This design comes from an exercise in tuning for small area and a short achievable clock period on the open sky130 flow, not from production work.
In this exercise RTL edits were held to simulation tests only and were not proved equivalent to the original.
Power figures rest on the tool's default switching activity, not on a simulated workload.

==> flow/design.v <==
package cpu_pkg;
   localparam int TAG_W  = 6;
   localparam int DATA_W = 32;
   localparam logic [5:0] FN_ADD  = 6'h20;
   localparam logic [5:0] FN_ADDU = 6'h21;
   localparam logic [5:0] FN_SUB  = 6'h22;
   localparam logic [5:0] FN_AND  = 6'h24;
   localparam logic [5:0] FN_OR   = 6'h25;
   localparam logic [5:0] FN_XOR  = 6'h26;
   localparam logic [5:0] FN_NOR  = 6'h27;
   localparam logic [5:0] FN_SLT  = 6'h2A;
   localparam logic [5:0] FN_SLTU = 6'h2B;
   typedef struct packed {
      logic [TAG_W-1:0]  tag;
      logic [DATA_W-1:0] data;
      logic              valid;
   } cdb_t;
endpackage
module issue_mul_pipe #(
   parameter int MUL_LAT = 4,
   parameter int TAG_W   = 6,
   parameter int DATA_W  = 32
) (
   input  logic              clk,
   input  logic              reset,
   input  logic              in_valid,
   input  logic [TAG_W-1:0]  in_tag,
   input  logic [DATA_W-1:0] in_a,
   input  logic [DATA_W-1:0] in_b,
   output logic              near_v,
   output logic              final_v,
   output logic [TAG_W-1:0]  final_tag,
   output logic [DATA_W-1:0] final_data
);
   logic [MUL_LAT:1]  mv;
   logic [TAG_W-1:0]  tag_q  [1:MUL_LAT];
   logic [DATA_W-1:0] prod_q [2:MUL_LAT];
   logic [DATA_W-1:0] op_a;
   logic [DATA_W-1:0] op_b;
   always_ff @(posedge clk) begin
      if (!reset) begin
         mv <= '0;
      end else begin
         mv <= {mv[MUL_LAT-1:1], in_valid};
      end
   end
   always_ff @(posedge clk) begin
      if (!reset) begin
         op_a <= '0;
         op_b <= '0;
         for (int k = 1; k <= MUL_LAT; k++) tag_q[k] <= '0;
         for (int k = 2; k <= MUL_LAT; k++) prod_q[k] <= '0;
      end else begin
         op_a     <= in_a;
         op_b     <= in_b;
         tag_q[1] <= in_tag;
         for (int k = 2; k <= MUL_LAT; k++) tag_q[k] <= tag_q[k-1];
         prod_q[2] <= op_a * op_b;
         for (int k = 3; k <= MUL_LAT; k++) prod_q[k] <= prod_q[k-1];
      end
   end
   assign near_v     = mv[MUL_LAT-1];
   assign final_v    = mv[MUL_LAT];
   assign final_tag  = tag_q[MUL_LAT];
   assign final_data = prod_q[MUL_LAT];
endmodule
module issue_unit #(
   parameter int MUL_LAT = 4,
   parameter int TAG_W   = 6,
   parameter int DATA_W  = 32
) (
   input  logic              clk,
   input  logic              reset,
   input  logic [5:0]        issueint_opcode,
   input  logic [TAG_W-1:0]  issueint_rdtag,
   input  logic [DATA_W-1:0] issueint_rsdata,
   input  logic [DATA_W-1:0] issueint_rtdata,
   input  logic              issueint_ready,
   output logic              issueint_done,
   input  logic [TAG_W-1:0]  issuemul_rdtag,
   input  logic [DATA_W-1:0] issuemul_rsdata,
   input  logic [DATA_W-1:0] issuemul_rtdata,
   input  logic              issuemul_ready,
   output logic              issuemul_done,
   output logic [TAG_W-1:0]  cdb_tag,
   output logic [DATA_W-1:0] cdb_data,
   output logic              cdb_valid
);
   logic              near_v;
   logic              final_v;
   logic [TAG_W-1:0]  mul_tag;
   logic [DATA_W-1:0] mul_data;
   logic              int_accept;
   logic              mul_accept;
   logic [DATA_W-1:0] alu_result;
   logic              alu_v_r;
   logic [TAG_W-1:0]  alu_tag_r;
   logic [DATA_W-1:0] alu_data_r;
   function automatic logic [DATA_W-1:0] alu_eval(input logic [5:0] op,
                                                  input logic [DATA_W-1:0] a,
                                                  input logic [DATA_W-1:0] b);
      logic [DATA_W-1:0] r;
      r = '0;
      case (op)
         cpu_pkg::FN_ADD, cpu_pkg::FN_ADDU: r = a + b;
         cpu_pkg::FN_SUB:          r = a - b;
         cpu_pkg::FN_AND:          r = a & b;
         cpu_pkg::FN_OR:           r = a | b;
         cpu_pkg::FN_XOR:          r = a ^ b;
         cpu_pkg::FN_NOR:          r = ~(a | b);
         cpu_pkg::FN_SLT:          r = {{(DATA_W-1){1'b0}}, ($signed(a) < $signed(b))};
         cpu_pkg::FN_SLTU:         r = {{(DATA_W-1){1'b0}}, (a < b)};
         default:         r = '0;
      endcase
      alu_eval = r;
   endfunction
   issue_mul_pipe #(
      .MUL_LAT (MUL_LAT),
      .TAG_W   (TAG_W),
      .DATA_W  (DATA_W)
   ) u_mul (
      .clk        (clk),
      .reset      (reset),
      .in_valid   (mul_accept),
      .in_tag     (issuemul_rdtag),
      .in_a       (issuemul_rsdata),
      .in_b       (issuemul_rtdata),
      .near_v     (near_v),
      .final_v    (final_v),
      .final_tag  (mul_tag),
      .final_data (mul_data)
   );
   always_comb begin
      int_accept = 1'b0;
      mul_accept = 1'b0;
      if (reset) begin
         mul_accept = issuemul_ready;
         int_accept = issueint_ready & ~near_v;
      end else begin
         mul_accept = 1'b0;
         int_accept = 1'b0;
      end
   end
   assign issueint_done = int_accept;
   assign issuemul_done = mul_accept;
   always_comb begin
      alu_result = alu_eval(issueint_opcode, issueint_rsdata, issueint_rtdata);
   end
   always_ff @(posedge clk) begin
      if (!reset) begin
         alu_v_r    <= 1'b0;
         alu_tag_r  <= '0;
         alu_data_r <= '0;
      end else begin
         alu_v_r    <= int_accept;
         alu_tag_r  <= int_accept ? issueint_rdtag : '0;
         alu_data_r <= int_accept ? alu_result : '0;
      end
   end
   always_comb begin
      cdb_valid = 1'b0;
      cdb_tag   = '0;
      cdb_data  = '0;
      if (final_v) begin
         cdb_valid = 1'b1;
         cdb_tag   = mul_tag;
         cdb_data  = mul_data;
      end else if (alu_v_r) begin
         cdb_valid = 1'b1;
         cdb_tag   = alu_tag_r;
         cdb_data  = alu_data_r;
      end else begin
         cdb_valid = 1'b0;
         cdb_tag   = '0;
         cdb_data  = '0;
      end
   end
endmodule
==> flow/run.sh <==
#!/bin/bash
# synth_recipe.tcl (not shown) runs the flow's synth.tcl, then flattens the netlist and writes it again
# the make line also repeats each setting of config.mk as NAME=value (left out here)
make -C /OpenROAD-flow-scripts/flow DESIGN_CONFIG=/design/flow/config.mk WORK_HOME=/design/flow/orfs CLKGATE_MAP_FILE= SYNTH_SCRIPT=/design/flow/synth_recipe.tcl finish
==> flow/config.mk <==
export PLATFORM = sky130hd
export DESIGN_NAME = issue_unit
export DESIGN_NICKNAME = issue_unit
export VERILOG_FILES = /design/flow/design.v
export SDC_FILE = /design/flow/constraint.sdc
export NUM_CORES = 4
export LEC_CHECK = 0
export CAP_MARGIN = 20
export CORE_MARGIN = 2
export CORE_UTILIZATION = 40
export SLEW_MARGIN = 20
==> flow/constraint.sdc <==
create_clock -name core_clock -period 8.0 [get_ports {clk}]
set_input_delay 1.6000 -clock core_clock [delete_from_list [all_inputs] [get_ports {clk}]]
set_output_delay 1.6000 -clock core_clock [all_outputs]
set_load 0.01 [all_outputs]
==> summary.txt <==
-- area by class of cell --
cell class	count	area share (%)
sequential	227	14.8
clock buffer	38	2.60
tap	873	3.55
timing repair buffer	236	7.28
inverter	484	5.90
clock inverter	16	0.512
multi-input combinational	2137	65.4
-- power groups by stage --
stage | Sequential [mW] | Clock, mW | Combinational, mW
CTS | 1.36 | 1.36 | 3.11
finish | 1.36 | 1.32 | 3.13
detailed placement | 1.39 | 0 | 3.09
global route | 1.38 | 1.41 | 3.49
floorplan | 1.31 | 0 | 2.15
global placement | 1.39 | 0 | 3.01
-- worst max-delay path, stage by stage (launching register included) --
cell      delay (ns)
dfxtp_1         1.06
and2_1          0.28
fa_1            0.42
fa_1            0.55
inv_1           0.06
fa_1            0.50
fa_1            0.52
inv_1           0.06
fa_1            0.55
fa_1            0.43
fa_1            0.52
fa_1            0.44
ha_1            0.38
a21o_1          0.20
a21oi_1         0.32
o21bai_1        0.13
a21oi_1         0.30
nand3_1         0.13
or3_1           0.35
o311ai_0        0.09
-- cell usage after synthesis (8+ instances only) --
library cell  number  area (um^2)
and2_1           483         3020
dfxtp_1          227         4540
a21o_1            24          180
a31oi_1           14         87.6
o21ai_0           64          320
xnor2_1          101          885
clkbuf_1         144          541
a211oi_1          11         82.6
nor2b_1           14         87.6
inv_1            483         1810
buf_1             11         41.3
xor2_1            16          140
o211ai_1           8         60.1
ha_1             219         2740
and3_1            14         87.6
nand3_1           24          120
a22o_1            38          333
a222oi_1          12          120
nor2_1            78          293
or3_1             13         81.3
a22oi_1           21          158
nand2b_1          13         81.3
o21bai_1          17          128
a21oi_1           94          470
nand2_1          280         1050
fa_1             410         8210
nor3_1            27          135
-- per-layer routing --
layer | share of wire (%) | wire (um) | vias up | global-route usage (%)
li1 | - | - | 9621 | -
met1 | 41 | 33500 | 10500 | 29.2
met2 | 49 | 39800 | 716 | 41.8
met3 | 5.1 | 4150 | 214 | 2.71
met4 | 4.6 | 3720 | 0 | 9.83
met5 | 0 | 0 | - | 0
-- registers in the layout, indices dropped and copies added, names as in the netlist --
name / flops
alu_data_r: 32
alu_tag_r: 6
alu_v_r: 1
u_mul.mv: 4
u_mul.op_a: 32
u_mul.op_b: 32
u_mul.prod_q: 96
u_mul.tag_q: 24
-- stage by stage --
step / instance area, um^2 / instances / power, mW / utilization (%)
3_5_place_dp: 29800 / 3957 / 4.48 / 44.5
4_1_cts: 30800 / 4011 / 5.84 / 45.9
3_3_place_gp: 29800 / 3957 / 4.40 / 44.5
2_1_floorplan: 27100 / 3008 / 3.46 / -
6_report: 30800 / 4011 / 5.81 / 45.9
5_1_grt: 30800 / 4011 / 6.27 / 45.9
-- logic make-up (layout without fill, tap and decap cells) --
| logic type | after synthesis | in the layout |
|---|---|---|
| fa+ha+maj | 629 | 629 |
| flops | 227 | 227 |
| simple gates | 992 | 992 |
| xor+xnor | 117 | 117 |
| mux | 6 | 6 |
| compound gates | 393 | 393 |
| buf+inv | 644 | 774 |
-- worst min path at each step --
stage | startpoint | to | slack (ns) | cells past startpoint
6_report | u_mul.prod_q[2][16] | u_mul.prod_q[3][16] | 0.43 | 1
5_1_grt | u_mul.tag_q[3][5] | u_mul.tag_q[4][5] | 0.44 | 1
3_5_place_dp | u_mul.tag_q[2][1] | u_mul.tag_q[3][1] | 0.42 | 1
4_1_cts | u_mul.prod_q[2][23] | u_mul.prod_q[3][23] | 0.43 | 1
3_3_place_gp | u_mul.tag_q[2][3] | u_mul.tag_q[3][3] | 0.41 | 1
2_1_floorplan | u_mul.mv[3] | alu_v_r | 0.40 | 1
==> results.sh <==
export IMPL_outcome="complete, no violations"
export IMPL_syn_avg_cell_area_um2=9.00
export IMPL_seqPwrFrac_pct=23.5
export IMPL_drv_slew=0
export IMPL_seq_area_um2=4540
export IMPL_syn_area_um2=27100
export IMPL_rrSetupSlack_ns=0.56
export IMPL_max_slew_margin_pct=25.3
export IMPL_antenna_found_initial=0
export IMPL_post_route_drc_count=0
export IMPL_drv_cap=0
export IMPL_yosys_area_share_simple_pct=19.6
export IMPL_core_area_um2=67000
export IMPL_synth_cell_types=83
export IMPL_dieArea_um2=69800
export IMPL_drive_above_1_share_pct=4.05
export IMPL_peakVddDrop_mv=0.193
export IMPL_ys_flop_type="dfxtp_1"
export IMPL_synthesis_nets=3787
export IMPL_cp_required_ns=8.47
export IMPL_path_clk_slew_ns=0.07
export IMPL_viasPerCell=5.24
export IMPL_switching_share_pct=41.9
export IMPL_skew_ns=0.0193
export IMPL_p_leak_nw=14.1
export IMPL_r2r_end="u_mul.prod_q[2][30]"
export IMPL_p_sw_mw=2.44
export IMPL_drt_iter0_drc=1256
export IMPL_pin_count=191
export IMPL_combPwrFrac_pct=53.8
export IMPL_finalWeightedCongestion=0.915
export IMPL_min_period_ns=7.44
export IMPL_finalWorstSetupSlack_ns=0.565
export IMPL_ys_ff_latch=227
export IMPL_grt_ovfl_total=0
export IMPL_fp_dieW_um=264
export IMPL_grt_pass1_vias=23100
export IMPL_worstHoldPathType="reg2reg"
export IMPL_fin_setup_tns_ns=0
export IMPL_clock_path_buffers=3
export IMPL_yosys_warnings=4
export IMPL_yosys_area_share_xor_xnor_pct=3.79
export IMPL_vias=21000
export IMPL_yosys_area_share_adder_pct=40.4
export IMPL_seq_area_frac_synth_pct=16.8
export IMPL_final_cell_mix="inv_1 (483), and2_1 (483), fa_1 (410), nand2_1 (280), dfxtp_1 (227)"
export IMPL_grt_use_total_pct=23.6
export IMPL_end_kind="register"
export IMPL_cp_endpoint="u_mul.prod_q[2][30]"
export IMPL_port_buffer_count=190
export IMPL_reg2reg_depth=19
export IMPL_clk_latency_ns=0.60
export IMPL_fmax_mhz=134
export IMPL_cp_startpoint="u_mul.op_b[8]"
export IMPL_r2r_start="u_mul.op_b[8]"
export IMPL_dp_hpwl_um=63800
export IMPL_p_int_mw=3.37
export IMPL_setup_worst_path_class="reg2reg"
export IMPL_antennaDiodeCount=0
export IMPL_multi_input_area_um2=20100
export IMPL_area_growth_pct=13.7
export IMPL_clockPowerShare_pct=22.7
export IMPL_avgRoutedWirePerCell_um=20.2
export IMPL_clockRootBuffer="clkbuf_16"
export IMPL_start_util_pct=40.4
export IMPL_ctsHtreeMaxLevel=1
export IMPL_ant_nets=0
export IMPL_cts_tree="done"
export IMPL_cts_resized=0
export IMPL_period_share_pct=92.9
export IMPL_rsz0062_at_grt="false"
export IMPL_grt_pass1_wl_um=129000
export IMPL_fin_nets=3894
export IMPL_critical_path_arrival_ns=7.91
export IMPL_synth_edf_count=0
export IMPL_grt_max_degree=104
export IMPL_synthCells=3008
export IMPL_die_y_um=264
export IMPL_cp_max_fo=24
export IMPL_cts_buffers_inserted=29
export IMPL_synth_top_family_by_area="adder cells"
export IMPL_postCtsSetupBuffers=0
export IMPL_hold_ws_ns=0.427
export IMPL_fillers=6505
export IMPL_power_density_nw_per_um2=189
export IMPL_synthArstFlopShare_pct=0
export IMPL_drt_total_wl_um=81200
export IMPL_worstSetupStartpointType="register"
export IMPL_numClockSinks=227
export IMPL_synth_mux_area_share_pct=0.222
export IMPL_first_pass_iters=7
export IMPL_fp_row_count=95
export IMPL_cts_hold_buf=0
export IMPL_hold_viol_final=0
export IMPL_setup_viol=0
export IMPL_worstMarginPinSlew_ns=1.12
export IMPL_post_place_ws_ns=0.706
export IMPL_synth_compound_area_share_pct=10.2

-- re-timing with driven ports --
Ports are ideal in the flow. The routed layout listed here was re-timed in OpenROAD.
Step 1: set_driving_cell puts a clkbuf_16 on clk and a buf_2 on each other input, an assumption about the parent block.
Step 2 also shifts input and output timing later by t, the mid clock arrival at the registers, as if the neighbouring blocks saw the same clock.
a / b / c = no drivers / after step 1 / after step 2; a / b = the first two.
t, ns: 0.649
setup WS [ns]: 0.565 / 0.565 / 0.565
worst data-port slew with drivers (ns): 0.11
After both steps setup and hold are still met in this run. The setup slack of this run moves by 0.000 ns with the drivers and by 0.000 ns with both steps.
